This is an optimization exercise on Yosys and OpenROAD, whose aim is small area, not a production implementation.
Where RTL was checked, it was by simulation tests only, not by an equivalence proof against the original.
Function not checked in run 5: the RTL went through the layout flow alone.
Power is estimated from default activity; no workload was simulated.

## config.mk

```make
export PLATFORM = sky130hd
export DESIGN_NAME = normalized_iir_section_filter
export DESIGN_NICKNAME = normalized_iir_section_filter
export VERILOG_FILES = /design/flow/design.v
export SDC_FILE = /design/flow/constraint.sdc
export NUM_CORES = 4
export LEC_CHECK = 0
export CAP_MARGIN = 0
export CORE_MARGIN = 2
export CORE_UTILIZATION = 70
export CTS_CLUSTER_DIAMETER = 80
export CTS_CLUSTER_SIZE = 25
export SLEW_MARGIN = 0
```

## design.v

```verilog
`default_nettype none
package nisf_pkg;
   localparam int SAMPLE_W = 16;
   localparam int COEF_BITS_DEF      = 24;
   localparam int COEF_FRAC_BITS_DEF = 16;
   localparam int CSR_INDEX_BITS = 3;
   localparam logic [CSR_INDEX_BITS-1:0] REG_DEN_LEAD   = 3'd0;
   localparam logic [CSR_INDEX_BITS-1:0] REG_DEN_FIRST  = 3'd1;
   localparam logic [CSR_INDEX_BITS-1:0] REG_DEN_SECOND = 3'd2;
   localparam logic [CSR_INDEX_BITS-1:0] REG_NUM_NOW    = 3'd3;
   localparam logic [CSR_INDEX_BITS-1:0] REG_NUM_FIRST  = 3'd4;
   localparam logic [CSR_INDEX_BITS-1:0] REG_NUM_SECOND = 3'd5;
   localparam logic OP_FILTER = 1'b0;
   localparam logic OP_FLUSH  = 1'b1;
   localparam int TERM_BITS = 3;
   localparam logic [TERM_BITS-1:0] TERM_NUM_NOW    = 3'd0;
   localparam logic [TERM_BITS-1:0] TERM_NUM_FIRST  = 3'd1;
   localparam logic [TERM_BITS-1:0] TERM_NUM_SECOND = 3'd2;
   localparam logic [TERM_BITS-1:0] TERM_DEN_FIRST  = 3'd3;
   localparam logic [TERM_BITS-1:0] TERM_DEN_SECOND = 3'd4;
   localparam logic [TERM_BITS-1:0] TERM_LAST       = TERM_DEN_SECOND;
   typedef struct packed {
      logic                       opcode;
      logic signed [SAMPLE_W-1:0] sample_in;
   } req_type;
   typedef struct packed {
      logic signed [SAMPLE_W-1:0] sample_out;
      logic                       saturated;
      logic                       div_error;
   } rsp_type;
   typedef struct packed {
      logic                 load;       
      logic                 mul_en;     
      logic [TERM_BITS-1:0] term;
      logic                 acc_en;     
      logic                 div_init;   
      logic                 div_step;   
      logic                 commit;     
      logic                 flush;      
   } dp_cmd_type;
   typedef struct packed {
      logic div_zero;
   } dp_status_type;
endpackage
`default_nettype wire
`default_nettype none
module normalized_iir_section_filter #(
   parameter int COEF_BITS      = nisf_pkg::COEF_BITS_DEF,
   parameter int COEF_FRAC_BITS = nisf_pkg::COEF_FRAC_BITS_DEF
) (
   input  wire logic                      clock,
   input  wire logic                      reset,
   input  wire logic                      req_valid,
   output logic                           req_stall,
   input  wire logic [16:0]                         req_data,    
   output logic                           rsp_valid,
   input  wire logic                      rsp_stall,
   output logic [17:0]                              rsp_data,    
   input  wire logic                      csr_we,
   input  wire logic [nisf_pkg::CSR_INDEX_BITS-1:0] csr_index,
   input  wire logic [COEF_BITS-1:0]      csr_wdata
);
   localparam int W = 30;    
   logic [23:0] a1_ff, a2_ff, a3_ff, b1_ff, b2_ff, b3_ff;
   logic [23:0] wd, wd_one;
   assign wd     = csr_wdata[23:0] & {24{~reset}};
   assign wd_one = {wd[23:17], wd[16] | reset, wd[15:0]};
   always_ff @(posedge clock) begin
      if (reset | (csr_we & (csr_index == 3'd0))) a1_ff <= wd_one;
      if (reset | (csr_we & (csr_index == 3'd1))) a2_ff <= wd;
      if (reset | (csr_we & (csr_index == 3'd2))) a3_ff <= wd;
      if (reset | (csr_we & (csr_index == 3'd3))) b1_ff <= wd_one;
      if (reset | (csr_we & (csr_index == 3'd4))) b2_ff <= wd;
      if (reset | (csr_we & (csr_index == 3'd5))) b3_ff <= wd;
   end
   logic       act_ff, dv_ff;
   logic [4:0] pi_ff;
   logic [1:0] pg_ff;
   logic [1:0] hcnt_ff;    
   logic       rsp_valid_ff;
   logic start, run, mac, d1, d2, dg, d9, d10, cmt, gend, rsp_free, take_f, take_fl;
   assign start    = ~act_ff & req_valid & ~req_data[16];
   assign run      = act_ff | start;
   assign mac      = ~dv_ff;
   assign gend     = ~dv_ff & pi_ff[4];
   assign d1       = dv_ff & ~pg_ff[1] & ~pg_ff[0] & pi_ff[0];
   assign d2       = dv_ff & ~pg_ff[1] & ~pg_ff[0] & pi_ff[1];
   assign dg       = dv_ff & ~pg_ff[1] & ((~pg_ff[0] & (pi_ff[2] | pi_ff[3] | pi_ff[4]))
                                         | (pg_ff[0] & ~pi_ff[4]));
   assign d9       = dv_ff & pg_ff[0] & pi_ff[3];
   assign d10      = dv_ff & pg_ff[0] & pi_ff[4];
   assign cmt      = dv_ff & pg_ff[1];
   assign rsp_free = ~rsp_valid_ff | ~rsp_stall;
   assign take_f   = cmt & rsp_free;
   assign take_fl  = ~act_ff & req_valid & req_data[16];
   assign req_stall = ~((~act_ff & req_data[16]) | (cmt & rsp_free));
   assign rsp_valid = rsp_valid_ff;
   always_ff @(posedge clock) begin
      if (reset | take_f) begin
         act_ff <= 1'b0;
         dv_ff  <= 1'b0;
         pi_ff  <= 5'b00001;
         pg_ff  <= 2'd0;
      end else if (run & ~cmt) begin
         act_ff <= 1'b1;
         pi_ff  <= {pi_ff[3:0], pi_ff[4]};
         if (pi_ff[4]) begin
            if (~dv_ff & (pg_ff == 2'd3)) begin
               dv_ff <= 1'b1;
               pg_ff <= 2'd0;
            end else begin
               pg_ff <= pg_ff + 2'd1;
            end
         end
      end
   end
   logic [15:0] x1_ff, x2_ff, y1_ff, y2_ff;
   logic        sat_ff, err_ff;
   logic        h1, h2;
   assign h1 = |hcnt_ff;
   assign h2 = hcnt_ff[1];
   logic signed [W-1:0] z_ff;      
   logic [15:0]         lo_ff;     
   logic                s_ff;      
   logic                q0_ff;     
   logic                corr_ff;   
   logic [15:0] snext;
   logic [16:0] sext;
   logic [1:0]  gnext;
   logic        first;    
   assign first = (~act_ff & ~start) | dv_ff;
   assign gnext = (~first & pi_ff[4]) ? pg_ff + 2'd1 : (first ? 2'd0 : pg_ff);
   always_comb begin
      if (first) begin
         if (cmt)
            snext = req_data[15:0];
         else
            snext = x1_ff & {16{h1 & ~take_fl & ~reset}};
      end else begin
         snext = ({16{pi_ff[4] & h1}} & x1_ff)
               | ({16{pi_ff[0] & h2}} & x2_ff)
               | ({16{pi_ff[1] & h1}} & y1_ff)
               | ({16{pi_ff[2] & h2}} & y2_ff)
               | ({16{pi_ff[3]}}      & req_data[15:0]);
      end
      sext = {snext, 1'b0};
   end
   logic [4:0] win;    
   always_comb begin
      case (gnext)
         2'd0:    win = sext[4:0];
         2'd1:    win = sext[8:4];
         2'd2:    win = sext[12:8];
         default: win = sext[16:12];
      endcase
   end
   logic qa, qb, dba, dbb;    
   logic cq;                  
   logic [23:0] coef;
   logic        negprod;
   logic        sgn_a;
   assign negprod = pi_ff[2] | pi_ff[3];
   assign sgn_a   = a1_ff[23];
   logic        adv, last_mac, nx_idle, nx_byp, nx_div, nx_cmt;
   logic [4:0]  nx_mac;
   logic [23:0] coef_nx, coef_ff;
   assign coef     = coef_ff;
   assign adv      = run & ~cmt;
   assign last_mac = mac & pi_ff[4] & (pg_ff == 2'd3);
   assign nx_idle  = reset | take_f | (~act_ff & ~start);
   assign nx_byp   = ~reset & ~act_ff & csr_we & (csr_index == 3'd4);
   assign nx_mac   = {5{adv & mac & ~last_mac}} & {pi_ff[3:0], pi_ff[4]};
   assign nx_div   = ~reset & ((adv & last_mac) | (dv_ff & ~d10 & ~cmt));
   assign nx_cmt   = ~reset & (d10 | (cmt & ~take_f));
   assign coef_nx = ({24{(nx_idle & ~nx_byp) | nx_mac[0]}} & b2_ff)
                  | ({24{nx_mac[1]}} & b3_ff)
                  | ({24{nx_mac[2]}} & a2_ff)
                  | ({24{nx_mac[3]}} & a3_ff)
                  | ({24{nx_mac[4]}} & b1_ff)
                  | ({24{nx_div}}    & a1_ff)
                  | ({24{nx_byp}}    & wd)
                  | ({24{nx_cmt}}    & {8'd0, lo_ff[14:0], d10 ? qa : q0_ff});
   always_ff @(posedge clock) begin
      coef_ff <= coef_nx;
   end
   logic          one_h, two_h, neg_h, one_l, two_l, four_l, neg_l, cin_l;
   logic [24:0]   pph;
   logic [25:0]   ppl;
   logic [W-1:0]  bh, bl;
   logic signed [W-1:0] x1s, x2s;
   logic          n_res;
   assign n_res = s_ff ^ sgn_a;
   logic one_h_ff, two_h_ff, neg_h_ff, one_l_ff, two_l_ff, four_l_ff, neg_l_ff;
   logic nx_d1, nx_d2, nx_dg, nx_d10, nx_m, negprod_nx, negz_nx;
   assign nx_d1      = ~reset & adv & last_mac;
   assign nx_d2      = ~reset & d1;
   assign nx_dg      = ~reset & (d2 | (dg & ~d9));
   assign nx_d10     = ~reset & d9;
   assign nx_m       = nx_idle | (|nx_mac);
   assign negprod_nx = nx_mac[2] | nx_mac[3];
   assign negz_nx    = ~(x2s[W-3] ^ sgn_a);    
   always_ff @(posedge clock) begin
      one_h_ff  <= (nx_m & (win[3] ^ win[2])) | nx_dg | nx_d10;
      two_h_ff  <= nx_m & ((win[4] & ~win[3] & ~win[2]) | (~win[4] & win[3] & win[2]));
      neg_h_ff  <= (nx_m & (win[4] ^ negprod_nx)) | ((nx_dg | nx_d10) & negz_nx);
      one_l_ff  <= (nx_m & (win[1] ^ win[0])) | nx_d1 | nx_cmt;
      two_l_ff  <= (nx_m & ((win[2] & ~win[1] & ~win[0]) | (~win[2] & win[1] & win[0])))
                 | nx_d2 | nx_dg;
      four_l_ff <= nx_d10;
      neg_l_ff  <= nx_m & (win[2] ^ negprod_nx);
   end
   assign one_h  = one_h_ff;
   assign two_h  = two_h_ff;
   assign neg_h  = neg_h_ff;
   assign one_l  = one_l_ff;
   assign two_l  = two_l_ff;
   assign four_l = four_l_ff;
   always_comb begin
      if (mac)      neg_l = neg_l_ff;
      else if (cmt) neg_l = n_res;
      else          neg_l = ~(x1s[W-1] ^ sgn_a);
   end
   assign cin_l = cmt ? (n_res ^ cq) : neg_l;
   assign pph = ({25{one_h}} & {coef[23], coef}) | ({25{two_h}} & {coef, 1'b0});
   assign bh  = {{(W-25){pph[24]}}, pph} ^ {W{neg_h}};
   nisf_add #(.N(W)) u_add_h (.a(z_ff), .b({bh[W-3:0], neg_h, neg_h}), .ci(neg_h), .s(x1s));
   assign ppl = ({26{one_l}} & {{2{coef[23]}}, coef}) | ({26{two_l}} & {coef[23], coef, 1'b0})
              | ({26{four_l}} & {coef, 2'b00});
   assign bl  = {{(W-26){ppl[25]}}, ppl} ^ {W{neg_l}};
   nisf_add #(.N(W)) u_add_l (.a(x1s), .b(bl), .ci(cin_l), .s(x2s));
   assign qa  = ~(x1s[W-1] ^ s_ff);
   assign qb  = ~(x2s[W-1] ^ s_ff);
   assign dba = lo_ff[15] & ~d9;
   assign dbb = lo_ff[14] & ~d9;
   always_ff @(posedge clock) begin
      if (reset | ~run | d10 | cmt) begin
         z_ff <= '0;
      end else if (mac) begin
         if (pi_ff[4]) z_ff <= x2s >>> 4;
         else          z_ff <= x2s;
      end else begin
         z_ff <= {x2s[W-3:0], dba, dbb};
      end
   end
   always_ff @(posedge clock) begin
      if (gend) begin
         lo_ff <= {x2s[3:0], lo_ff[15:4]};
      end else if (d1 | d2 | dg) begin
         lo_ff <= {lo_ff[13:0], qa, qb};
      end
   end
   always_ff @(posedge clock) begin
      if (gend & (pg_ff == 2'd3)) s_ff <= x2s[W-1];
      if (d10) begin
         q0_ff   <= qa;
         corr_ff <= qa ? (x2s == '0) : (x1s == '0);
      end
   end
   logic        ovf, sat, err;
   logic [15:0] y_new;
   assign ovf = lo_ff[15];
   assign cq  = s_ff & corr_ff;    
   assign sat = ovf | (n_res ? (lo_ff[14] & (cq | (|{lo_ff[13:0], q0_ff})))
                             : (lo_ff[14] | (cq & (&{lo_ff[13:0], q0_ff}))));
   assign err = (a1_ff == 24'd0);
   always_comb begin
      if (err)      y_new = 16'h0000;
      else if (sat) y_new = n_res ? 16'h8000 : 16'h7fff;
      else          y_new = x2s[15:0];
   end
   always_ff @(posedge clock) begin
      if (take_f) begin
         y1_ff  <= y_new;
         y2_ff  <= y1_ff;
         x1_ff  <= req_data[15:0];
         x2_ff  <= x1_ff;
         sat_ff <= sat & ~err;
         err_ff <= err;
      end
   end
   always_ff @(posedge clock) begin
      if (reset) begin
         hcnt_ff      <= 2'd0;
         rsp_valid_ff <= 1'b0;
      end else begin
         if (take_fl)     hcnt_ff <= 2'd0;
         else if (take_f) hcnt_ff <= {hcnt_ff[1] | hcnt_ff[0], ~hcnt_ff[1] & ~hcnt_ff[0]};
         if (take_f)          rsp_valid_ff <= 1'b1;
         else if (~rsp_stall) rsp_valid_ff <= 1'b0;
      end
   end
   assign rsp_data = {y1_ff, sat_ff, err_ff};
endmodule
module nisf_add #(
   parameter int N = 30
) (
   input  wire logic [N-1:0] a,
   input  wire logic [N-1:0] b,
   input  wire logic         ci,
   output logic [N-1:0]      s
);
   localparam int L = $clog2(N);
   logic [N-1:0] g [0:2*L];
   logic [N-1:0] p [0:2*L];
   assign p[0] = a ^ b;
   assign g[0] = (a & b) | {{(N-1){1'b0}}, p[0][0] & ci};
   for (genvar l = 0; l < L; l++) begin : g_up
      for (genvar i = 0; i < N; i++) begin : g_bit
         if ((i % (2 << l)) == ((2 << l) - 1)) begin : g_node
            assign g[l+1][i] = g[l][i] | (p[l][i] & g[l][i-(1 << l)]);
            assign p[l+1][i] = p[l][i] & p[l][i-(1 << l)];
         end else begin : g_pass
            assign g[l+1][i] = g[l][i];
            assign p[l+1][i] = p[l][i];
         end
      end
   end
   for (genvar k = 0; k < L; k++) begin : g_dn
      for (genvar i = 0; i < N; i++) begin : g_bit
         if ((i >= 3 * (1 << (L-1-k)) - 1) && (((i - (3 * (1 << (L-1-k)) - 1)) % (2 << (L-1-k))) == 0)) begin : g_node
            assign g[L+k+1][i] = g[L+k][i] | (p[L+k][i] & g[L+k][i-(1 << (L-1-k))]);
            assign p[L+k+1][i] = p[L+k][i] & p[L+k][i-(1 << (L-1-k))];
         end else begin : g_pass
            assign g[L+k+1][i] = g[L+k][i];
            assign p[L+k+1][i] = p[L+k][i];
         end
      end
   end
   assign s = p[0] ^ {g[2*L][N-2:0], ci};
endmodule
`default_nettype wire
```

## flow/run.sh

```bash
#!/bin/bash
# Own layout flow: the standard flow (standard synthesis, floorplan, placement, CTS,
# routing) unchanged, except that
#  * the port buffers the placement step inserts on every input and output are
#    sky130_fd_sc_hd__buf_1 cells instead of the resizer's default pick, and
#  * clock tree synthesis uses the same clustering as config.mk but inserts no dummy loads.
set -euo pipefail
export BUFFER_PORTS_ARGS="-buffer_cell sky130_fd_sc_hd__buf_1"
export CTS_ARGS="-sink_clustering_enable -repair_clock_nets -sink_clustering_size 25 -sink_clustering_max_diameter 80 -dont_use_dummy_load"
bash standard.sh > standard_flow.log 2>&1
```

## standard.sh

```bash
#!/bin/bash
# synth_recipe.tcl (not shown) runs the flow's synth.tcl, then flattens the netlist and writes it again
# the make line also repeats each setting of config.mk as NAME=value (left out here)
make -C /OpenROAD-flow-scripts/flow DESIGN_CONFIG=/design/flow/config.mk WORK_HOME=/design/flow/orfs CLKGATE_MAP_FILE= SYNTH_SCRIPT=/design/flow/synth_recipe.tcl "${@:-finish}"
```

## constraint.sdc

```tcl
create_clock -name core_clock -period 9.0 [get_ports {clock}]
set_input_delay 1.8000 -clock core_clock [delete_from_list [all_inputs] [get_ports {clock}]]
set_output_delay 1.8000 -clock core_clock [all_outputs]
set_load 0.01 [all_outputs]
```

==> results of run 1 <==
[worst min-delay path, stage by stage (launching register included)]
cell	delay, ns
sky130_fd_sc_hd__edfxtp_1	0.32
sky130_fd_sc_hd__nand2_1	0.05
sky130_fd_sc_hd__nand3_1	0.05
[routing by layer]
layer / track usage [%] / vias up / part of all wire [%]
li1: - / 5073 / -
met1: 49.4 / 5529 / 40
met2: 54.0 / 701 / 47
met3: 4.38 / 95 / 9.8
met4: 12.1 / 0 / 3.3
met5: 0 / - / 0
[registers in the layout, indices dropped and copies added (netlist names), 2 cells and up]
signal and count:
a1_ff 24, a2_ff 24, a3_ff 24, b1_ff 24, b2_ff 24, b3_ff 24
coef_ff 24, hcnt_ff 2, lo_ff 16, pg_ff 2, pi_ff 5, x1_ff 16
x2_ff 16, y1_ff 16, y2_ff 16, z_ff 30
[timing repair]
item                       in CTS  in global routing
setup buffers                   0                  3
hold endpoints to repair        0                  0
setup endpoints to repair       1                 12
gates resized for setup         2                 15
pin swaps                       0                  3
[path summary, 6_finish.rpt]
kind	startpoint	to	slack (ns)
worst max-delay path	one_h_ff	corr_ff	0.41
worst min-delay path	a2_ff[19]	coef_ff[19]	0.42
worst max register to register	one_h_ff	corr_ff	0.41
worst min register to register	a2_ff[19]	coef_ff[19]	0.42
[layout by cell type, fill, tap and decap left out, drive strengths merged, types with 44 or more instances in the layout]
| master | n |
|---|---|
| edfxtp | 228 |
| buf | 96 |
| nor2 | 89 |
| dfxtp | 74 |
| nand2 | 73 |
| a21oi | 69 |
| a222oi | 61 |
| ha | 53 |
| xor2 | 52 |
| nand3 | 46 |
| a22oi | 44 |
[per-stage QoR]
| stage | total power, mW | cell area [µm²] | utilization, % | setup TNS [ns] |
|---|---|---|---|---|
| 2_1_floorplan | 3.13 | 15400 | - | 0 |
| 3_3_place_gp | 3.71 | 15900 | 73.4 | 0 |
| 3_5_place_dp | 3.75 | 15900 | 73.4 | -0.0289 |
| 4_1_cts | 4.47 | 16300 | 75.3 | 0 |
| 5_1_grt | 4.80 | 16400 | 75.8 | -0.0453 |
| 6_report | 4.59 | 16400 | 75.8 | 0 |
[area by class of cell]
type	count	area share (%)
multi-input combinational	886	41.0
tap	280	2.13
sequential	302	50.7
timing repair buffer	97	3.04
clock buffer	16	2.44
inverter	32	0.731
[logic make-up (layout without fill, tap and decap cells)]
group           after synthesis  after routing  share of synthesized area, %
compound gates              342            342                          16.5
simple gates                337            337                          10.8
flops                       302            302                          54.1
buf+inv                     114            145                          2.88
xor+xnor                     96             96                          5.65
fa+ha+maj                    83             83                          8.20
mux                          28             28                          1.92
[power groups by stage]
stage	Combinational (mW)	Clock, mW	Sequential, mW
finish	2.13	0.732	1.73
global route	2.29	0.774	1.74
CTS	2.01	0.731	1.72
detailed placement	2.00	0	1.75
global placement	1.97	0	1.75
floorplan	1.43	0	1.71
==> summary.txt, run 1 <==
- The die covers between 20000 and 25000 µm².
- The number of library cell types mapped by synthesis is 65.
- On the final layout, the worst clock skew is 0.0487 ns.
- The worst stage delay on the critical path is 0.41 ns.
- Once detail routing completed, the nets flagged for antenna violations numbered 0.
- In the synthesized netlist, the number of instances is 1302.
- At the end of routability-driven placement, the weighted congestion stood at 0.917.
- The internal power component is between 2 and 3 mW.
- The most frequently used flop master after synthesis is sky130_fd_sc_hd__edfxtp_1.
- The number of global-route vias before repair came to ~11000.
- The detailed-placement wirelength estimate is ~28000 µm.
- The overall global routing resource usage is about a third.
- The area taken by flip-flops and latches is ~8300 µm².
- The measured slew at the worst slew-check pin is approximately 1.2 ns.
- Using the TritonRoute via totals, the vias-per-cell ratio works out to just over 7.
- In this run the count of I/O pins placed on the die edge is 69.
- Counting I/O delays and the setup requirement, the final critical path takes 8.59 ns.
- Buffers placed on the I/O ports in this run total just under 70.
- For this design the total switching power over the nets is 1.83 mW.
- The final number of setup-violating endpoints is 0.
- The largest fanout on the critical path is 17.
- For this run, the post-layout net count is 1467.
- TritonCTS built the clock tree.
- The first global-routing pass estimated 61700 µm of wire.
- The filler cell count in the final layout is roughly 1400.
- From synthesis to final layout, the design area changed by 6.74%.
- Detailed routing inserted a total of 11400 vias.
- For this run, the number of standard cells in the final layout without fillers is 1613.
- The number of placement rows is 54.
- The data required time at the worst endpoint is slightly above 9 ns.
- The synthesized area divided by synthesized cell count is about 12 µm².
- Combinational logic burns 46.4% of the power.
- For this run, asynchronously set or reset flops after synthesis account for 0%.
- The routed length per instance is around 25 µm.
- The run finished with no timing, DRC or antenna violations.
- The clock-pin slew on the worst setup and hold paths is about 0.1 ns.
- The max-cap violation count is 0.
- The pin count of the biggest net entering global routing is 71.
- The root buffer cell is sky130_fd_sc_hd__clkbuf_16.
- Net switching is 39.9% of the power.
- The worst setup slack before clock tree synthesis is -0.0289 ns.
- The core box area is 21700 µm².
- The number of cells traversed by the worst hold path is 2.
- The number of nets handed over by synthesis was 1434.
- For this run, the number of Yosys warnings is 4.
- The register area share after synthesis is 54.1%.
- The peak clock frequency supported by timing is about 120 MHz.
- The share of total power dissipated in sequential elements is 37.6%.
- The iteration count of the initial detailed-routing pass is 10.
- No sink is reached through more buffers than the 3 on the longest clock path.
- The layout cell share with drive strength beyond 1 is under 10%.
- The critical path contains buffers and inverters numbering 4 combined.
- The detailed-route wire length is 40200 µm.
- The total standard cell area after synthesis is 15400 µm².
- The number of synthesized register bits is 302.
- The final worst setup slack is 0.409 ns.
- The power density over cell area is 279 nW/µm².
- After detailed routing, the number of remaining DRC violations is 0.
- The total leakage power is about 5.9 nW.
- Among the stages of the critical path, the cell type that occurs most often is sky130_fd_sc_hd__a21oi_1.
- The overall die height is 152 µm.
- The kind of cell with the highest combined delay along the critical path is compound AO/OA/AOI/OAI gates.
- In this run the number of H-tree levels came out at 1.
- The cell type with the largest total area after synthesis is sky130_fd_sc_hd__edfxtp_1.
- The count of inserted antenna diode cells is 0.
- The worst hold slack after final layout is 0.423 ns.
- The violation count after the first detailed-route iteration is 1691.
- The number of placed instances, taps included is 1593.
- The insertion delay to the later sink of the worst-skew pair is 0.52 ns.
- The number of hold buffers added after CTS was 0.
- Once the floorplan was initialized, standard cells occupied 71.0% of the core.
- The multi-input combinational cells in the finished layout cover a total of 6740 µm².
- From left edge to right edge, the die measures 152 µm.
- The tightest min-delay check is of the flop to flop type.
- The total grt overflow is 0.
- The fraction of power consumed by the clock network is 16.0%.
- Headroom to the max-slew limit came out at approximately 17%.
- The area fraction of the dominant cell type after synthesis is 44.4%.
- Counting buffers and inverters, the worst setup path is 35 cells deep.
- Data on the critical path arrives at its endpoint at 8.94 ns.
- The worst-case IR drop observed on VDD is 211 µV.
- The initial antenna violation count is 0.
- The total count of max-transition violations in the final report was 0.
- The worst setup path is of the flop to flop kind.
- The final period utilization is 95.5%.
- The worst reg2reg path depth is 35.
- In the post-synthesis netlist, the biggest area contributors are sky130_fd_sc_hd__edfxtp_1 (44%), sky130_fd_sc_hd__dfxtp_1 (9.6%), sky130_fd_sc_hd__ha_1 (4.3%).
- The most frequent cell after synthesis is sky130_fd_sc_hd__edfxtp_1.
- The commonest cells after synthesis are sky130_fd_sc_hd__edfxtp_1 (228), sky130_fd_sc_hd__nor2_1 (89), sky130_fd_sc_hd__dfxtp_1 (74), sky130_fd_sc_hd__nand2_1 (73), sky130_fd_sc_hd__a21oi_1 (69).
- The number of clock sinks seen by CTS is 302.
- The number of buffers inserted during clock tree synthesis is 16.
- The worst setup path is launched from a flop.
- The highest-delay cell along the critical path is sky130_fd_sc_hd__o41a_1.
- Yosys mapped a number of flops with a built-in enable equal to 228.
- The count of final hold-check violations is 0.
- STA classifies the critical path endpoint as a flop.
==> inputs of run 2 (changes only) <==
--- a/flow/run.sh
+++ b/flow/run.sh
@@ -6,5 +6,5 @@
 #  * clock tree synthesis uses the same clustering as config.mk but inserts no dummy loads.
 set -euo pipefail
 export BUFFER_PORTS_ARGS="-buffer_cell sky130_fd_sc_hd__buf_1"
-export CTS_ARGS="-sink_clustering_enable -repair_clock_nets -sink_clustering_size 25 -sink_clustering_max_diameter 80 -dont_use_dummy_load"
+export CTS_ARGS="-sink_clustering_enable -repair_clock_nets -sink_clustering_size 16 -sink_clustering_max_diameter 60 -dont_use_dummy_load -buf_list sky130_fd_sc_hd__clkbuf_8"
 bash standard.sh > standard_flow.log 2>&1
==> config.mk (replaced) <==
export PLATFORM = sky130hd
export DESIGN_NAME = normalized_iir_section_filter
export DESIGN_NICKNAME = normalized_iir_section_filter
export VERILOG_FILES = /design/flow/design.v
export SDC_FILE = /design/flow/constraint.sdc
export NUM_CORES = 4
export LEC_CHECK = 0
export CAP_MARGIN = 20
export CORE_MARGIN = 2
export CORE_UTILIZATION = 60
export CTS_BUF_LIST = sky130_fd_sc_hd__clkbuf_8
export CTS_CLUSTER_DIAMETER = 60
export CTS_CLUSTER_SIZE = 16
export SLEW_MARGIN = 20
==> summary.txt, run 2 <==
- The worst stage delay on the critical path came to 0.42 ns (was 0.41 ns).
- The utilization after layout is 65.5% (was 75.8%).
- The switching part of the total is 39.7% (was 39.9%).
- The total DRC errors in the routed layout is 0 (unchanged).
- The worst reg2reg path depth is 34 (was 35).
- The synthesized area divided by synthesized cell count is 11.8 µm² (unchanged).
- The number of library cell types mapped by synthesis is 65 (unchanged).
- The placer's final routability congestion estimate is 0.882 (was 0.917).
- The filler cell count in the final layout is 1911 (was 1435).
- The number of flip-flops in the largest register was 30 (unchanged).
- The wire length of the first global-routing pass is 62000 µm (was 61700 µm).
- The number of port buffers is 68 (unchanged).
- The insertion delay to the later sink of the worst-skew pair is 0.62 ns (was 0.52 ns).
- Largest cells by area after synthesis: sky130_fd_sc_hd__edfxtp_1 (44%), sky130_fd_sc_hd__dfxtp_1 (9.6%), sky130_fd_sc_hd__ha_1 (4.3%) (unchanged).
- The number of synthesized register bits was 302 (unchanged).
- The count of flip-flops with a built-in enable after synthesis is 228 (unchanged).
- The worst-case vdd ir drop is 202 µV (was 211 µV).
- The detailed-route wire length is 40600 µm (was 40200 µm).
- The element type at the critical path start is a flop (unchanged).
- The count of final hold-check violations came to 0 (unchanged).
- The cell type with the largest total area after synthesis is sky130_fd_sc_hd__edfxtp_1 (unchanged).
- The iteration count of the initial detailed-routing pass is 9 (was 10).
- The final number of setup-violating endpoints is 0 (unchanged).
- Run status: complete, no violations (unchanged).
- The clock tree skew after final layout was 0.110 ns (was 0.0487 ns).
- The count of inserted antenna diode cells is 0 (unchanged).
- The number of nets with antenna violations after routing is 0 (unchanged).
- The power share of the sequential group is 38.3% (was 37.6%).
- The largest fanout on the critical path is 26 (was 17).
- The number of cells traversed by the worst hold path was 2 (unchanged).
- The area overhead of the layout relative to synthesis is 7.12% (was 6.74%).
- The number of buffers inserted during clock tree synthesis is 28 (was 16).
- The fraction of power consumed by the clock network is 15.9% (was 16.0%).
- The share of async-settable or async-resettable flops after synthesis came to 0% (unchanged).
- The pin count of the biggest net entering global routing is 71 (unchanged).
- The total grt overflow is 0 (unchanged).
- The warning count from the yosys run is 4 (unchanged).
- The most frequent cell after synthesis is sky130_fd_sc_hd__edfxtp_1 (unchanged).
- The endpoint class of the critical path is a flop (unchanged).
- The CTS tree was yes (unchanged).
- The register area share after synthesis was 54.1% (unchanged).
- The commonest non-fill, non-tap cell in the layout is sky130_fd_sc_hd__edfxtp_1 (unchanged).
- The classification of the worst setup path is flop to flop (unchanged).
- The area of the die is 27000 µm² (was 23200 µm²).
- The area of combinational cells with multiple inputs is 6720 µm² (was 6740 µm²).
- The count of hold buffers inserted by post-cts repair is 0 (unchanged).
- The type of the worst min-delay path is flop to flop (unchanged).
- The area of placed instances is 16000 µm² (was 15900 µm²).
- The total leakage power is 5.90 nW (was 5.91 nW).
- The final period utilization is 95.2% (was 95.5%).
- The violation count after the first detailed-route iteration came to 1717 (was 1691).
- The detailed-placement wirelength estimate was 27600 µm (about the same).
- The net switching power of the design is 1.79 mW (was 1.83 mW).
- The core box area is 25200 µm² (was 21700 µm²).
- The power density over cell area is 272 nW/µm² (was 279 nW/µm²).
- The worst slew slack as a fraction of its limit is 32.5% (was 17.3%).
- The max-cap violation count was 0 (unchanged).
- The overall power of the completed layout came to 4.49 mW (was 4.59 mW).
- The effective utilization at floorplan was 61.2% (was 71.0%).
- The clock period minus final worst setup slack is 8.57 ns (was 8.59 ns).
- The peak clock frequency supported by timing is 117 MHz (was 116 MHz).
- The total number of H-tree levels is 1 (unchanged).
- The area fraction of the dominant cell type after synthesis is 44.4% (unchanged).
- The total via count after detailed routing came to 11200 (was 11400).
- The number of nets in the layout is 1482 (was 1467).
- The initial antenna violation count is 1 (was 0).
- The final instance area is 16500 µm² (was 16400 µm²).
- The highest-delay cell along the critical path is sky130_fd_sc_hd__dfxtp_1 (was sky130_fd_sc_hd__o41a_1).
- The data required time at the worst endpoint is 9.41 ns (was 9.35 ns).
- The internal power component came to 2.71 mW (was 2.76 mW).
- The width of the die is 164 µm (was 152 µm).
- The number of global-route vias before repair was 10500 (was 10900).
- The maximum count of clock buffers along a single path came to 3 (unchanged).
- The total count of max-transition violations in the final report came to 0 (unchanged).
- The combinational power share is 45.9% (was 46.4%).
- The most frequently used flop master after synthesis was sky130_fd_sc_hd__edfxtp_1 (unchanged).
- The overall global routing resource usage is 30.3% (was 34.1%).
- The measured slew at the worst slew-check pin is 1.00 ns (was 1.24 ns).
- The number of clock sinks seen by CTS is 302 (unchanged).
- The register containing the most flip-flops in the final layout is z_ff (unchanged).
- The routed length per instance was 24.2 µm (was 24.9 µm).
- The I/O pin count was 69 (unchanged).
- Commonest cells after routing, fill and taps aside: sky130_fd_sc_hd__edfxtp_1 (228), sky130_fd_sc_hd__nor2_1 (89), sky130_fd_sc_hd__nand2_1 (73) (unchanged).
- The number of vias per cell after detailed routing is 6.67 (was 7.07).
- The overall die height was 164 µm (was 152 µm).
- The arrival time of data at the critical path endpoint is 8.98 ns (was 8.94 ns).
- The area taken by flip-flops and latches is 8330 µm² (about the same).
- Cell types with the highest counts after synthesis: sky130_fd_sc_hd__edfxtp_1 (228), sky130_fd_sc_hd__nor2_1 (89), sky130_fd_sc_hd__dfxtp_1 (74), sky130_fd_sc_hd__nand2_1 (73), sky130_fd_sc_hd__a21oi_1 (69) (unchanged).
- The post-synthesis cell count came to 1302 (unchanged).
- The total standard cell area after synthesis came to 15400 µm² (unchanged).
- The clock-pin slew on the worst setup and hold paths is 0.10 ns (about the same).
- The number of placement rows is 58 (was 54).
- The root buffer cell is sky130_fd_sc_hd__clkbuf_8 (was sky130_fd_sc_hd__clkbuf_16).
- The layout cell share with drive strength beyond 1 is 8.16% (was 7.13%).
- The synthesized netlist net count is 1434 (unchanged).
==> run 2: path summary, 6_finish.rpt <==
| kind | from | endpoint | slack [ns] |
|---|---|---|---|
| worst max register to register | one_h_ff | corr_ff | 0.43 |
| worst min-delay path | b3_ff[17] | coef_ff[17] | 0.46 |
| worst max-delay path | one_h_ff | corr_ff | 0.43 |
| worst min register to register | b3_ff[17] | coef_ff[17] | 0.46 |
==> run 2: power by group through the flow <==
stage          clock [mW]  combinational, mW  sequential (mW)
6_report            0.713               2.06             1.72
5_1_grt             0.772               2.25             1.73
4_1_cts             0.722               2.00             1.72
3_5_place_dp            0               1.98             1.75
3_3_place_gp            0               1.98             1.74
2_1_floorplan           0               1.43             1.71
==> run 2: timing repair <==
action                                  4_1_cts  5_1_grt
cloned                                        0        0
endpoints found under the setup margin        1        9
buffers inserted                              0        4
pin swaps                                     0        3
resized for setup                             2        9
==> run 2: stage by stage <==
stage	cells	setup TNS, ns	worst slack [ns]	hold WS (ns)
after floorplan	1302	0	0.232	0.418
after global placement	1646	0	0.255	0.425
after detailed placement	1646	0	0.0632	0.430
after CTS	1674	0	0.0159	0.454
after global routing	1678	-0.00679	-0.00679	0.472
final	1678	0	0.430	0.458
==> run 2: cell families (layout without fill, tap and decap cells) <==
kind of cell    after synthesis  count (layout)  share of synthesized area, %
mux                          28              28                          1.92
flops                       302             302                          54.1
compound gates              342             342                          16.5
fa+ha+maj                    83              83                          8.20
buf+inv                     114             160                          2.88
simple gates                337             337                          10.8
xor+xnor                     96              96                          5.65
==> run 2: area by class of cell <==
type	instances	share of cell area [%]
sequential	302	50.5
tap	330	2.50
inverter	32	0.728
multi-input combinational	886	40.7
clock buffer	28	2.34
timing repair buffer	100	3.24
==> run 2: layer usage <==
layer  vias up  track usage [%]  part of all wire [%]
li1       5102                -                     -
met1      5525             44.7                    44
met4         2             6.94                   2.0
met3        64             3.91                   7.3
met5         -                0                 0.039
met2       497             48.1                    46
==> run 2: worst max-delay path, delay by kind of cell, from the launching register on <==
| family | cells | cell delay (ns) |
|---|---|---|
| simple gates | 8 | 1.94 |
| xor+xnor | 5 | 1.10 |
| fa+ha+maj | 4 | 1.44 |
| compound gates | 15 | 3.03 |
| flops | 1 | 0.42 |
| buf+inv | 2 | 0.50 |
==> inputs of run 3 (changes only) <==
--- a/config.mk
+++ b/config.mk
@@ -7,8 +7,9 @@
 export LEC_CHECK = 0
 export CAP_MARGIN = 20
 export CORE_MARGIN = 2
-export CORE_UTILIZATION = 60
+export CORE_UTILIZATION = 70
 export CTS_BUF_LIST = sky130_fd_sc_hd__clkbuf_8
 export CTS_CLUSTER_DIAMETER = 60
 export CTS_CLUSTER_SIZE = 16
+export PLACE_DENSITY = 0.8
 export SLEW_MARGIN = 20
==> summary.txt, run 3 <==
- Run status: complete, no violations (unchanged).
- The wire length of the first global-routing pass is 61300 µm (was 62000 µm).
- The total via count after detailed routing was 11400 (was 11200).
- The start point of the worst hold path is a2_ff[19] (was b3_ff[17]).
- The utilization after layout is 75.5% (was 65.5%).
- Commonest cells after routing, fill and taps aside: sky130_fd_sc_hd__edfxtp_1 (228), sky130_fd_sc_hd__nor2_1 (88), sky130_fd_sc_hd__nand2_1 (73) (was sky130_fd_sc_hd__edfxtp_1 (228), sky130_fd_sc_hd__nor2_1 (89), sky130_fd_sc_hd__nand2_1 (73)).
- The clock tree skew after final layout came to 0.0952 ns (was 0.110 ns).
- Setup repair after global routing left no endpoint under its margin.
- The overall global routing resource usage is 33.7% (was 30.3%).
- The effective utilization at floorplan is 71.0% (was 61.2%).
- The final period utilization is 94.2% (was 95.2%).
- The placer's final routability congestion estimate is 0.921 (was 0.882).
- The detailed-placement wirelength estimate was 27100 µm (was 27600 µm).
- The register containing the most flip-flops in the final layout is z_ff (unchanged).
- The classification of the worst setup path is flop to flop (unchanged).
- The fraction of power consumed by the clock network is 14.5% (was 15.9%).
- The type of the worst min-delay path is flop to flop (unchanged).
- The worst setup path startpoint is neg_h_ff (was one_h_ff).
- The count of final hold-check violations is 0 (unchanged).
- The overall die height came to 152 µm (was 164 µm).
- The most frequent cell after synthesis is sky130_fd_sc_hd__edfxtp_1 (unchanged).
- The number of global-route vias before repair is 10900 (was 10500).
- The routed metal-1 wirelength is 15600 µm (was 18000 µm).
- The area of the die came to 23200 µm² (was 27000 µm²).
- The count of inserted antenna diode cells is 0 (unchanged).
- The insertion delay to the later sink of the worst-skew pair is 0.60 ns (was 0.62 ns).
- The routed length on met2 is 18600 µm (was 18800 µm).
- The power density over cell area is 273 nW/µm² (was 272 nW/µm²).
- The detailed-route wire length is 39700 µm (was 40600 µm).
- The max-cap violation count is 0 (unchanged).
- The largest fanout on the critical path is 23 (was 26).
- The number of port buffers came to 68 (unchanged).
- The measured slew at the worst slew-check pin is 1.06 ns (was 1.00 ns).
- The clock-pin slew on the worst setup and hold paths was 0.10 ns (about the same).
- The number of clock sinks seen by CTS is 302 (unchanged).
- The number of buffers inserted during clock tree synthesis came to 24 (was 28).
- The routed length per instance came to 24.5 µm (was 24.2 µm).
- The worst-case vdd ir drop is 162 µV (was 202 µV).
- The total standard cell area after synthesis was 15400 µm² (unchanged).
- The number of library cell types mapped by synthesis is 65 (unchanged).
- Cell types with the highest counts after synthesis: sky130_fd_sc_hd__edfxtp_1 (228), sky130_fd_sc_hd__nor2_1 (89), sky130_fd_sc_hd__dfxtp_1 (74), sky130_fd_sc_hd__nand2_1 (73), sky130_fd_sc_hd__a21oi_1 (69) (unchanged).
- The post-synthesis cell count is 1302 (unchanged).
- The number of placement rows is 54 (was 58).
- The clock period minus final worst setup slack is 8.48 ns (was 8.57 ns).
- The count of flip-flops with a built-in enable after synthesis is 228 (unchanged).
- The I/O pin count came to 69 (unchanged).
- The count of hold buffers inserted by post-cts repair is 0 (unchanged).
- The net switching power of the design is 1.80 mW (was 1.79 mW).
- The most frequently used flop master after synthesis is sky130_fd_sc_hd__edfxtp_1 (unchanged).
- The critical register-to-register path startpoint is neg_h_ff (was one_h_ff).
- The data required time at the worst endpoint is 9.40 ns (was 9.41 ns).
- The total DRC errors in the routed layout is 0 (unchanged).
- The internal power component was 2.67 mW (was 2.71 mW).
- The warning count from the yosys run is 4 (unchanged).
- The number of nets in the layout came to 1474 (was 1482).
- The initial antenna violation count is 0 (was 1).
- The area taken by flip-flops and latches was 8330 µm² (about the same).
- The highest-delay cell along the critical path was sky130_fd_sc_hd__dfxtp_1 (unchanged).
- The worst stage delay on the critical path is 0.42 ns (about the same).
- The total leakage power is 5.85 nW (was 5.90 nW).
- The combinational power share is 46.9% (was 45.9%).
- The CTS tree was yes (unchanged).
- The area of combinational cells with multiple inputs is 6720 µm² (about the same).
- The share of async-settable or async-resettable flops after synthesis is 0% (unchanged).
- The endpoint class of the critical path is a flop (unchanged).
- The number of synthesized register bits is 302 (unchanged).
- The pin count of the biggest net entering global routing is 71 (unchanged).
- The total met3 wirelength after detailed routing was 4350 µm (was 2950 µm).
- The violation count after the first detailed-route iteration is 1678 (was 1717).
- The worst hold slack after final layout came to 0.457 ns (was 0.458 ns).
- The layout cell share with drive strength beyond 1 is 7.69% (was 8.16%).
- The area fraction of the dominant cell type after synthesis came to 44.4% (unchanged).
- The total grt overflow is 0 (unchanged).
- The core box area is 21700 µm² (was 25200 µm²).
- The number of flip-flops in the largest register was 30 (unchanged).
- The area overhead of the layout relative to synthesis is 6.30% (was 7.12%).
- The highest signal layer in the routed design is met4 (was met5).
- The synthesized netlist net count is 1434 (unchanged).
- The iteration count of the initial detailed-routing pass was 10 (was 9).
- The switching part of the total came to 40.2% (was 39.7%).
- The most numerous cell type found on the critical path is sky130_fd_sc_hd__o21ai_0.
- The width of the die was 152 µm (was 164 µm).
- The cell type with the largest total area after synthesis is sky130_fd_sc_hd__edfxtp_1 (unchanged).
- The root buffer cell was sky130_fd_sc_hd__clkbuf_8 (unchanged).
- The number of vias per cell after detailed routing is 7.05 (was 6.67).
- The arrival time of data at the critical path endpoint is 8.88 ns (was 8.98 ns).
- Largest cells by area after synthesis: sky130_fd_sc_hd__edfxtp_1 (44%), sky130_fd_sc_hd__dfxtp_1 (9.6%), sky130_fd_sc_hd__ha_1 (4.3%) (unchanged).
- The maximum count of clock buffers along a single path is 3 (unchanged).
- The total count of max-transition violations in the final report is 0 (unchanged).
- The total number of H-tree levels is 1 (unchanged).
- The number of nets with antenna violations after routing was 0 (unchanged).
- The worst slew slack as a fraction of its limit is 29.4% (was 32.5%).
- The commonest non-fill, non-tap cell in the layout is sky130_fd_sc_hd__edfxtp_1 (unchanged).
- The register area share after synthesis is 54.1% (unchanged).
- The filler cell count in the final layout is 1490 (was 1911).
- The peak clock frequency supported by timing is 118 MHz (was 117 MHz).
- The synthesized area divided by synthesized cell count is 11.8 µm² (unchanged).
- The power share of the sequential group is 38.6% (was 38.3%).
- The element type at the critical path start was a flop (unchanged).
- The final number of setup-violating endpoints was 0 (unchanged).
[run 3: cell counts after synthesis]
No cell type changed its count.
[run 3: through the flow]
step | TNS [ns] | total power [mW] | std cells | worst slack [ns] | area [µm²]
after floorplan | 0 | 3.13 | 1302 | 0.232 | 15400
after detailed placement | -0.00832 | 3.73 | 1592 | -0.00832 | 15900
after global routing | 0 | 4.69 | 1620 | 0.0314 | 16400
final | 0 | 4.46 | 1620 | 0.524 | 16400
after CTS | 0 | 4.36 | 1616 | 0.115 | 16300
after global placement | 0 | 3.69 | 1592 | 0.284 | 15900
[run 3: cells by family (layout without fill, tap and decap cells)]
logic type	count (synthesis)	after routing	share of synthesized area (%)
AOI/OAI and AO/OA	342	342	16.5
xor gates and xnor gates	96	96	5.65
adders and majority gates	83	83	8.20
buffers and inverters	114	152	2.88
DFF	302	302	54.1
muxes	28	28	1.92
and+or+nand+nor	337	337	10.8
[run 3: worst max-delay path, delay by kind of cell (launching register included)]
| family | cells | cell delay [ns] |
|---|---|---|
| AOI/OAI and AO/OA | 16 | 3.32 |
| adders and majority gates | 4 | 1.47 |
| xor gates and xnor gates | 6 | 1.41 |
| and+or+nand+nor | 5 | 1.04 |
| buffers and inverters | 3 | 0.57 |
| DFF | 1 | 0.42 |
[run 3: area by class of cell]
cell class	count	area share, %
clock buffers	24	2.02
inverters	32	0.734
multi-input cells	886	41.1
flip-flops and latches	302	50.9
well taps	280	2.14
repair buffers	96	3.16
[run 3: metal layers]
metal | vias up | GRT usage, %
met1 | 5543 | 48.3
met4 | 0 | 11.7
li1 | 5082 | -
met5 | - | 0
met3 | 85 | 5.60
met2 | 719 | 53.2
[run 3: what timing repair did]
item	CTS	global route
pin swaps	0	4
endpoints found under the setup margin	1	9
cloned	0	1
resized for setup	2	13
buffers inserted	0	3
[run 3: final timing paths]
check,to,slack (ns),depth (start not counted)
setup / recovery,corr_ff,0.52,34
hold reg to reg,coef_ff[19],0.46,2
setup reg to reg,corr_ff,0.52,34
hold / removal,coef_ff[19],0.46,2
[run 3: power groups by stage]
stage | Clock (mW) | Sequential (mW) | Combinational, mW
after global routing | 0.690 | 1.73 | 2.27
after floorplan | 0 | 1.71 | 1.43
after detailed placement | 0 | 1.75 | 1.98
after CTS | 0.652 | 1.72 | 1.99
after global placement | 0 | 1.74 | 1.95
final | 0.648 | 1.72 | 2.09
==> inputs of run 4 (changes only) <==
--- a/config.mk
+++ b/config.mk
@@ -11,5 +11,4 @@
 export CTS_BUF_LIST = sky130_fd_sc_hd__clkbuf_8
 export CTS_CLUSTER_DIAMETER = 60
 export CTS_CLUSTER_SIZE = 16
-export PLACE_DENSITY = 0.8
 export SLEW_MARGIN = 20
==> summary.txt, run 4 <==
- Run status: complete, no violations (unchanged).
- The initial antenna violation count was 0 (unchanged).
- The final setup TNS came to 0 ns (unchanged).
- The number of library cell types mapped by synthesis was 65 (unchanged).
- The number of synthesized register bits is 302 (unchanged).
- The type of the worst min-delay path is flop to flop (unchanged).
- The area fraction of the dominant cell type after synthesis was 44.4% (unchanged).
- The worst slew slack as a fraction of its limit came to 28.5% (was 29.4%).
- The share of async-settable or async-resettable flops after synthesis is 0% (unchanged).
- The count of final hold-check violations is 0 (unchanged).
- Unrepaired setup endpoints after global routing: false (unchanged).
- The classification of the worst setup path is flop to flop (unchanged).
- The worst-case vdd ir drop is 177 µV (was 162 µV).
- The iteration count of the initial detailed-routing pass is 9 (was 10).
- The highest-delay cell along the critical path is sky130_fd_sc_hd__o41a_1 (was sky130_fd_sc_hd__dfxtp_1).
- The largest fanout on the critical path is 17 (was 23).
- The warning count from the yosys run is 4 (unchanged).
- The width of the die is 152 µm (unchanged).
- The worst setup slack before clock tree synthesis came to -0.00463 ns (was -0.00832 ns).
- The area overhead of the layout relative to synthesis is 6.31% (was 6.30%).
- Cell types with the highest counts after synthesis: sky130_fd_sc_hd__edfxtp_1 (228), sky130_fd_sc_hd__nor2_1 (89), sky130_fd_sc_hd__dfxtp_1 (74), sky130_fd_sc_hd__nand2_1 (73), sky130_fd_sc_hd__a21oi_1 (69) (unchanged).
- The commonest non-fill, non-tap cell in the layout is sky130_fd_sc_hd__edfxtp_1 (unchanged).
- The number of placement rows is 54 (unchanged).
- The number of buffers inserted during clock tree synthesis came to 24 (unchanged).
- The power density over cell area came to 275 nW/µm² (was 273 nW/µm²).
- The number of placed instances, taps included is 1593 (was 1592).
- The total leakage power is 5.88 nW (was 5.85 nW).
- The insertion delay to the later sink of the worst-skew pair is 0.59 ns (was 0.60 ns).
- The measured slew at the worst slew-check pin is 1.07 ns (was 1.06 ns).
- The arrival time of data at the critical path endpoint is 8.87 ns (was 8.88 ns).
- The synthesized netlist net count is 1434 (unchanged).
- The total number of H-tree levels is 1 (unchanged).
- The overall die height is 152 µm (unchanged).
- The root buffer cell is sky130_fd_sc_hd__clkbuf_8 (unchanged).
- The worst stage delay on the critical path came to 0.41 ns (was 0.42 ns).
- The clock tree skew after final layout is 0.108 ns (was 0.0952 ns).
- The overall global routing resource usage was 33.9% (was 33.7%).
- The most frequently used flop master after synthesis is sky130_fd_sc_hd__edfxtp_1 (unchanged).
- The clock period minus final worst setup slack was 8.55 ns (was 8.48 ns).
- The detailed-placement wirelength estimate is 27600 µm (was 27100 µm).
- The total via count after detailed routing is 11400 (about the same).
- The effective utilization at floorplan was 71.0% (unchanged).
- The peak clock frequency supported by timing came to 117 MHz (was 118 MHz).
- The register containing the most flip-flops in the final layout is z_ff (unchanged).
- The number of flip-flops in the largest register was 30 (unchanged).
- The placer's final routability congestion estimate was 0.917 (was 0.921).
- The worst hold slack after final layout is 0.454 ns (was 0.457 ns).
- The count of inserted antenna diode cells is 0 (unchanged).
- The clock-pin slew on the worst setup and hold paths is 0.10 ns (about the same).
- The count of flip-flops with a built-in enable after synthesis is 228 (unchanged).
- The CTS tree is yes (unchanged).
- The layout cell share with drive strength beyond 1 came to 7.77% (was 7.69%).
- The most used cell along the critical path is sky130_fd_sc_hd__fa_1 (was sky130_fd_sc_hd__o21ai_0).
- The number of global-route vias before repair came to 10900 (about the same).
- The wire length of the first global-routing pass was 61600 µm (was 61300 µm).
- The violation count after the first detailed-route iteration is 1546 (was 1678).
- The number of port buffers is 68 (unchanged).
- The most frequent cell after synthesis was sky130_fd_sc_hd__edfxtp_1 (unchanged).
- The element type at the critical path start is a flop (unchanged).
- Largest cells by area after synthesis: sky130_fd_sc_hd__edfxtp_1 (44%), sky130_fd_sc_hd__dfxtp_1 (9.6%), sky130_fd_sc_hd__ha_1 (4.3%) (unchanged).
- The max-cap violation count is 0 (unchanged).
- The final cell count without fillers is 1619 (was 1620).
- The I/O pin count is 69 (unchanged).
- The total count of max-transition violations in the final report is 0 (unchanged).
- The register area share after synthesis is 54.1% (unchanged).
- The final worst setup slack came to 0.448 ns (was 0.524 ns).
- The area of the die is 23200 µm² (unchanged).
- The total standard cell area after synthesis is 15400 µm² (unchanged).
- The cell type with the largest total area after synthesis is sky130_fd_sc_hd__edfxtp_1 (unchanged).
- The number of nets with antenna violations after routing came to 0 (unchanged).
- The post-synthesis cell count came to 1302 (unchanged).
- The number of nets in the layout came to 1473 (was 1474).
- The number of vias per cell after detailed routing is 7.02 (was 7.05).
- The final period utilization is 95.0% (was 94.2%).
- The detailed-route wire length came to 39800 µm (was 39700 µm).
- The synthesized area divided by synthesized cell count is 11.8 µm² (unchanged).
- The total DRC errors in the routed layout is 0 (unchanged).
- The final number of setup-violating endpoints is 0 (unchanged).
- The number of clock sinks seen by CTS was 302 (unchanged).
- The maximum count of clock buffers along a single path is 3 (unchanged).
- The data required time at the worst endpoint is 9.32 ns (was 9.40 ns).
- The routed length per instance came to 24.6 µm (was 24.5 µm).
- The endpoint class of the critical path is a flop (unchanged).
- Commonest cells after routing, fill and taps aside: sky130_fd_sc_hd__edfxtp_1 (228), sky130_fd_sc_hd__nor2_1 (88), sky130_fd_sc_hd__nand2_1 (73) (unchanged).
- The core box area is 21700 µm² (unchanged).
- The pin count of the biggest net entering global routing was 71 (unchanged).
- The total grt overflow is 0 (unchanged).
## run 4: changes by cell type in the layout (fill, tap and decap cells not counted), sizes merged
cell | previous run | this run
clkbuf | 26 | 25
## run 4: cell families (layout without fill, tap and decap cells)
kind of cell               count (synthesis)  count (layout)  share of synthesized area (%)
AOI/OAI and AO/OA                        342             342                           16.5
and+or+nand+nor                          337             337                           10.8
DFF                                      302             302                           54.1
buffers and inverters                    114             151                           2.88
xor gates and xnor gates                  96              96                           5.65
adders and majority gates                 83              83                           8.20
muxes                                     28              28                           1.92
## run 4: routing by layer
metal,GRT usage [%],vias to the layer above,share of wire (%)
met5,0,-,0
met4,11.2,0,3.4
met2,54.5,676,46
met3,4.21,91,9.0
li1,-,5085,-
met1,49.0,5521,41
## run 4: timing repair
item,4_1_cts,5_1_grt
resized for setup,2,16
endpoints found under the setup margin,2,12
hold buffers,0,0
pin swaps,0,6
buffers inserted,0,2
## run 4: critical path: cells and delay by family, from the launching register on
family | cells | cell delay (ns)
buf+inv | 3 | 0.43
simple gates | 4 | 0.74
xor+xnor | 7 | 1.82
compound gates | 15 | 3.29
flops | 1 | 0.33
fa+ha+maj | 5 | 1.70
## run 4: area by class of cell
class                      count  area (µm²)
sequential                   302        8330
inverter                      32         120
timing repair buffer          95         484
clock buffer                  24         330
multi-input combinational    886        6760
tap                          280         350
fill                        1441        5310
## run 4: power breakdown
group | switching [mW] | internal, mW
sequential | 0.0937 | 1.63
combinational | 1.33 | 0.804
clock | 0.408 | 0.238
total | 1.83 | 2.67
## run 4: per-stage QoR
stage	util [%]	power, mW	area, µm²
2_1_floorplan	-	3.13	15400
3_3_place_gp	73.4	3.71	15900
3_5_place_dp	73.4	3.75	15900
4_1_cts	75.0	4.38	16300
5_1_grt	75.5	4.73	16400
6_report	75.5	4.50	16400
## run 4: final timing paths
kind	from	end	slack, ns	depth (start not counted)
worst max-delay path	one_h_ff	lo_ff[0]	0.45	34
worst max register to register	one_h_ff	lo_ff[0]	0.45	34
worst min register to register	b3_ff[17]	coef_ff[17]	0.45	2
worst min-delay path	b3_ff[17]	coef_ff[17]	0.45	2
==> inputs of run 5 (changes only) <==
--- a/design.v
+++ b/design.v
@@ -115,7 +115,7 @@
       end
    end
    logic [15:0] x1_ff, x2_ff, y1_ff, y2_ff;
-   logic        sat_ff, err_ff;
+   logic        sat_ff;
    logic        h1, h2;
    assign h1 = |hcnt_ff;
    assign h2 = hcnt_ff[1];
@@ -123,7 +123,7 @@
    logic [15:0]         lo_ff;     
    logic                s_ff;      
    logic                q0_ff;     
-   logic                corr_ff;   
+   logic [3:0]          cz_ff;     
    logic [15:0] snext;
    logic [16:0] sext;
    logic [1:0]  gnext;
@@ -161,28 +161,21 @@
    logic        sgn_a;
    assign negprod = pi_ff[2] | pi_ff[3];
    assign sgn_a   = a1_ff[23];
-   logic        adv, last_mac, nx_idle, nx_byp, nx_div, nx_cmt;
+   logic        adv, last_mac, nx_idle, nx_div, nx_cmt;
    logic [4:0]  nx_mac;
-   logic [23:0] coef_nx, coef_ff;
-   assign coef     = coef_ff;
    assign adv      = run & ~cmt;
    assign last_mac = mac & pi_ff[4] & (pg_ff == 2'd3);
    assign nx_idle  = reset | take_f | (~act_ff & ~start);
-   assign nx_byp   = ~reset & ~act_ff & csr_we & (csr_index == 3'd4);
    assign nx_mac   = {5{adv & mac & ~last_mac}} & {pi_ff[3:0], pi_ff[4]};
    assign nx_div   = ~reset & ((adv & last_mac) | (dv_ff & ~d10 & ~cmt));
    assign nx_cmt   = ~reset & (d10 | (cmt & ~take_f));
-   assign coef_nx = ({24{(nx_idle & ~nx_byp) | nx_mac[0]}} & b2_ff)
-                  | ({24{nx_mac[1]}} & b3_ff)
-                  | ({24{nx_mac[2]}} & a2_ff)
-                  | ({24{nx_mac[3]}} & a3_ff)
-                  | ({24{nx_mac[4]}} & b1_ff)
-                  | ({24{nx_div}}    & a1_ff)
-                  | ({24{nx_byp}}    & wd)
-                  | ({24{nx_cmt}}    & {8'd0, lo_ff[14:0], d10 ? qa : q0_ff});
-   always_ff @(posedge clock) begin
-      coef_ff <= coef_nx;
-   end
+   assign coef = ({24{mac & pi_ff[0]}} & b2_ff)
+               | ({24{mac & pi_ff[1]}} & b3_ff)
+               | ({24{mac & pi_ff[2]}} & a2_ff)
+               | ({24{mac & pi_ff[3]}} & a3_ff)
+               | ({24{mac & pi_ff[4]}} & b1_ff)
+               | ({24{dv_ff & ~pg_ff[1]}} & a1_ff)
+               | ({24{cmt}} & {8'd0, lo_ff[14:0], q0_ff});
    logic          one_h, two_h, neg_h, one_l, two_l, four_l, neg_l, cin_l;
    logic [24:0]   pph;
    logic [25:0]   ppl;
@@ -253,13 +246,16 @@
       if (gend & (pg_ff == 2'd3)) s_ff <= x2s[W-1];
       if (d10) begin
          q0_ff   <= qa;
-         corr_ff <= qa ? (x2s == '0) : (x1s == '0);
+         cz_ff[0] <= qa ? ~(|x2s[7:0])   : ~(|x1s[7:0]);
+         cz_ff[1] <= qa ? ~(|x2s[15:8])  : ~(|x1s[15:8]);
+         cz_ff[2] <= qa ? ~(|x2s[22:16]) : ~(|x1s[22:16]);
+         cz_ff[3] <= qa ? ~(|x2s[29:23]) : ~(|x1s[29:23]);
       end
    end
    logic        ovf, sat, err;
    logic [15:0] y_new;
    assign ovf = lo_ff[15];
-   assign cq  = s_ff & corr_ff;    
+   assign cq  = s_ff & (&cz_ff);    
    assign sat = ovf | (n_res ? (lo_ff[14] & (cq | (|{lo_ff[13:0], q0_ff})))
                              : (lo_ff[14] | (cq & (&{lo_ff[13:0], q0_ff}))));
    assign err = (a1_ff == 24'd0);
@@ -275,7 +271,6 @@
          x1_ff  <= req_data[15:0];
          x2_ff  <= x1_ff;
          sat_ff <= sat & ~err;
-         err_ff <= err;
       end
    end
    always_ff @(posedge clock) begin
@@ -289,7 +284,7 @@
          else if (~rsp_stall) rsp_valid_ff <= 1'b0;
       end
    end
-   assign rsp_data = {y1_ff, sat_ff, err_ff};
+   assign rsp_data = {y1_ff, sat_ff, err};
 endmodule
 module nisf_add #(
    parameter int N = 30
--- a/flow/run.sh
+++ b/flow/run.sh
@@ -6,5 +6,5 @@
 #  * clock tree synthesis uses the same clustering as config.mk but inserts no dummy loads.
 set -euo pipefail
 export BUFFER_PORTS_ARGS="-buffer_cell sky130_fd_sc_hd__buf_1"
-export CTS_ARGS="-sink_clustering_enable -repair_clock_nets -sink_clustering_size 16 -sink_clustering_max_diameter 60 -dont_use_dummy_load -buf_list sky130_fd_sc_hd__clkbuf_8"
+export CTS_ARGS="-sink_clustering_enable -repair_clock_nets -sink_clustering_size 25 -sink_clustering_max_diameter 80 -dont_use_dummy_load"
 bash standard.sh > standard_flow.log 2>&1
--- a/config.mk
+++ b/config.mk
@@ -8,7 +8,6 @@
 export CAP_MARGIN = 20
 export CORE_MARGIN = 2
 export CORE_UTILIZATION = 70
-export CTS_BUF_LIST = sky130_fd_sc_hd__clkbuf_8
-export CTS_CLUSTER_DIAMETER = 60
-export CTS_CLUSTER_SIZE = 16
+export CTS_CLUSTER_DIAMETER = 80
+export CTS_CLUSTER_SIZE = 25
 export SLEW_MARGIN = 20
==> summary.txt, run 5 <==
- The number of port buffers is 68 (unchanged).
- The violation count after the first detailed-route iteration was 1402 (was 1546).
- The area taken by flip-flops and latches is 7930 µm² (was 8330 µm²).
- The global routing's busiest layer is met2 (unchanged).
- The clock period minus final worst setup slack is 8.56 ns (was 8.55 ns).
- The fraction of power consumed by the clock network was 15.1% (was 14.3%).
- The total leakage power is 6.17 nW (was 5.88 nW).
- The element type at the critical path start is a flop (unchanged).
- The clock tree skew after final layout is 0.0916 ns (was 0.108 ns).
- The share of async-settable or async-resettable flops after synthesis is 0% (unchanged).
- The worst reg2reg path endpoint is cz_ff[3] (was lo_ff[0]).
- The switching part of the total is 40.3% (was 40.7%).
- Run status: complete, no violations (unchanged).
- The number of nets in the layout came to 1525 (was 1473).
- The met3 global-route usage is 4.16% (was 4.21%).
- The number of flip-flops in the largest register is 30 (unchanged).
- The maximum count of clock buffers along a single path was 3 (unchanged).
- The largest fanout on the critical path came to 18 (was 17).
- The count of flip-flops with a built-in enable after synthesis is 231 (was 228).
- The end of the critical path is cz_ff[3] (was lo_ff[0]).
- The worst stage delay on the critical path is 0.46 ns (was 0.41 ns).
- Cell types with the highest counts after synthesis: sky130_fd_sc_hd__edfxtp_1 (231), sky130_fd_sc_hd__nand2_1 (102), sky130_fd_sc_hd__a22oi_1 (85), sky130_fd_sc_hd__nor2_1 (75), sky130_fd_sc_hd__a21oi_1 (72) (was sky130_fd_sc_hd__edfxtp_1 (228), sky130_fd_sc_hd__nor2_1 (89), sky130_fd_sc_hd__dfxtp_1 (74), sky130_fd_sc_hd__nand2_1 (73), sky130_fd_sc_hd__a21oi_1 (69)).
- The area overhead of the layout relative to synthesis is 8.99% (was 6.31%).
- The total DRC errors in the routed layout is 0 (unchanged).
- Commonest cells after routing, fill and taps aside: sky130_fd_sc_hd__edfxtp_1 (231), sky130_fd_sc_hd__nand2_1 (102), sky130_fd_sc_hd__a22oi_1 (80) (was sky130_fd_sc_hd__edfxtp_1 (228), sky130_fd_sc_hd__nor2_1 (88), sky130_fd_sc_hd__nand2_1 (73)).
- The width of the die is 152 µm (about the same).
- The worst setup path startpoint is dv_ff (was one_h_ff).
- The overall global routing resource usage was 34.5% (was 33.9%).
- The critical register-to-register path startpoint is dv_ff (was one_h_ff).
- The worst hold slack after final layout is 0.457 ns (was 0.454 ns).
- The filler cell count in the final layout was 1479 (was 1441).
- The number of placement rows is 54 (unchanged).
- The worst reg2reg path depth is 42 (was 34).
- The worst setup slack before clock tree synthesis is -0.390 ns (was -0.00463 ns).
- The synthesized area divided by synthesized cell count came to 11.5 µm² (was 11.8 µm²).
- The family with the most delay on the worst path is simple AND/OR/NAND/NOR gates (was compound AO/OA/AOI/OAI gates).
- The detailed-route wire length is 40700 µm (was 39800 µm).
- The synthesized netlist net count came to 1469 (was 1434).
- The wire length of the first global-routing pass is 62600 µm (was 61600 µm).
- The total stage count of the critical path is 42 (was 34).
- The detailed-placement wirelength estimate was 28600 µm (was 27600 µm).
- The number of nets with antenna violations after routing is 0 (unchanged).
- The number of global-route vias before repair is 11000 (was 10900).
- The commonest non-fill, non-tap cell in the layout is sky130_fd_sc_hd__edfxtp_1 (unchanged).
- The area of combinational cells with multiple inputs is 7180 µm² (was 6760 µm²).
- The register area share after synthesis was 51.7% (was 54.1%).
- The most frequent cell after synthesis is sky130_fd_sc_hd__edfxtp_1 (unchanged).
- The post-synthesis cell count is 1337 (was 1302).
- The most used cell along the critical path is sky130_fd_sc_hd__nand3_1 (was sky130_fd_sc_hd__fa_1).
- The worst-case vdd ir drop is 200 µV (was 177 µV).
- The I/O pin count is 69 (unchanged).
- The CTS tree is yes (unchanged).
- The internal power component is 2.83 mW (was 2.67 mW).
- The register containing the most flip-flops in the final layout is z_ff (unchanged).
- The final instance area is 16700 µm² (was 16400 µm²).
- The measured slew at the worst slew-check pin is 1.24 ns (was 1.07 ns).
- The overall power of the completed layout came to 4.74 mW (was 4.50 mW).
- The arrival time of data at the critical path endpoint is 8.87 ns (about the same).
- The type of the worst min-delay path is flop to flop (unchanged).
- The number of buffers inserted during clock tree synthesis came to 16 (was 24).
- The final period utilization is 95.2% (was 95.0%).
- The flop-to-flop setup slack is 0.44 ns (was 0.45 ns).
- The final worst setup slack came to 0.436 ns (was 0.448 ns).
- The number of clock sinks seen by CTS is 280 (was 302).
- The number of library cell types mapped by synthesis was 71 (was 65).
- The highest-delay cell along the critical path is sky130_fd_sc_hd__fa_2 (was sky130_fd_sc_hd__o41a_1).
- The total via count after detailed routing came to 11600 (was 11400).
- The combinational power share is 50.6% (was 47.4%).
- The warning count from the yosys run is 4 (unchanged).
- The area of placed instances is 15900 µm² (about the same).
- The total grt overflow came to 0 (unchanged).
## run 5: cell types whose count changed after synthesis, sizes merged, moves of 9 or more
cell / change
a22oi: +41
nor2b: +11
xnor2: +26
nor2: -14
nand2: +29
dfxtp: -25
buf: +9
a222oi: -23
nor4: -9
a221oi: -14
a22o: -13
xor2: -23
a21o: +14
## run 5: how the worst min path moves through the flow
stage | start | endpoint | slack [ns]
6_report | x1_ff[4] | x2_ff[4] | 0.46
5_1_grt | x1_ff[8] | x2_ff[8] | 0.47
4_1_cts | x1_ff[4] | x2_ff[4] | 0.46
3_5_place_dp | x1_ff[4] | x2_ff[4] | 0.43
3_3_place_gp | x1_ff[9] | x2_ff[9] | 0.43
2_1_floorplan | x1_ff[7] | x2_ff[7] | 0.43
## run 5: kinds of logic after synthesis
family	after synthesis	share of synthesized area [%]
AO/OA/AOI/OAI	357	17.0
AND/OR/NAND/NOR	365	11.6
adder cells (fa/ha/maj)	83	8.25
flip-flops	280	51.7
buffers and inverters	116	3.06
XOR/XNOR	99	5.90
multiplexers	37	2.55
## run 5: timing repair
item,in CTS,in global routing
pin swaps,0,23
cloned,0,0
setup buffers,0,15
resized for setup,7,49
setup endpoints to repair,14,22
## run 5: stage by stage
step           setup TNS (ns)  instances  util [%]
2_1_floorplan               0       1337         -
3_3_place_gp          -0.0369       1640      73.7
3_5_place_dp            -3.50       1640      73.7
4_1_cts                     0       1656      75.7
5_1_grt               -0.0373       1671      77.2
6_report                    0       1671      77.2
## run 5: power by group through the flow
stage,logic (mW),registers [mW],clock network [mW]
finish,2.40,1.62,0.717
global route,2.62,1.63,0.751
CTS,2.27,1.62,0.712
detailed placement,2.25,1.64,0
global placement,2.20,1.64,0
floorplan,1.65,1.61,0
## run 5: area by class of cell
type / instances / share of cell area, %
multi-input cells: 941 / 43.0
clock buffers: 16 / 2.40
repair buffers: 129 / 4.50
inverters: 25 / 0.562
well taps: 280 / 2.10
flip-flops and latches: 280 / 47.5
## run 5: worst reg2reg max path, delay by kind of cell, from the launching register on
kind,cells,cell delay (ns)
and+or+nand+nor,16,2.57
AOI/OAI and AO/OA,13,2.33
adders and majority gates,5,1.62
xor gates and xnor gates,4,0.78
buffers and inverters,4,0.61
DFF,1,0.43
## run 5: layer usage
layer / up-vias / share of wire [%]
met5: - / 0.032
met4: 2 / 2.7
met3: 87 / 10
met2: 693 / 47
met1: 5669 / 41
li1: 5187 / -

## separate check: timing with driven ports
In the flow no input, the clock included, has a driving cell. The finished layouts below were timed again as built, in two steps.
Step 1, drivers: a clkbuf_16 drives clock and a buf_2 each remaining input, both assumed.
Step 2 moves the port delays by t, midway between the first and last clock arrival at a register: inputs arrive t later, outputs are due t later. That takes back most of the time a late clock gives input paths.
Slacks: ideal / step 1 / step 2; pairs: ideal / step 1.
run | t (ns) | slack for setup (ns) | worst setup path after step 2 | latest minus earliest clock arrival (ns) | worst data-port slew with drivers (ns)
run 1 | 0.545 | 0.409 / 0.409 / 0.409 | register to register | 0.051 / 0.051 | 0.03
run 2 | 0.611 | 0.430 / 0.430 / 0.430 | register to register | 0.112 / 0.111 | 0.04
run 3 | 0.591 | 0.524 / 0.524 / 0.524 | register to register | 0.096 / 0.096 | 0.04
run 4 | 0.585 | 0.448 / 0.448 / 0.448 | register to register | 0.110 / 0.110 | 0.03
run 5 | 0.530 | 0.436 / 0.436 / 0.436 | register to register | 0.091 / 0.091 | 0.03
After both steps every run listed still meets setup and hold.
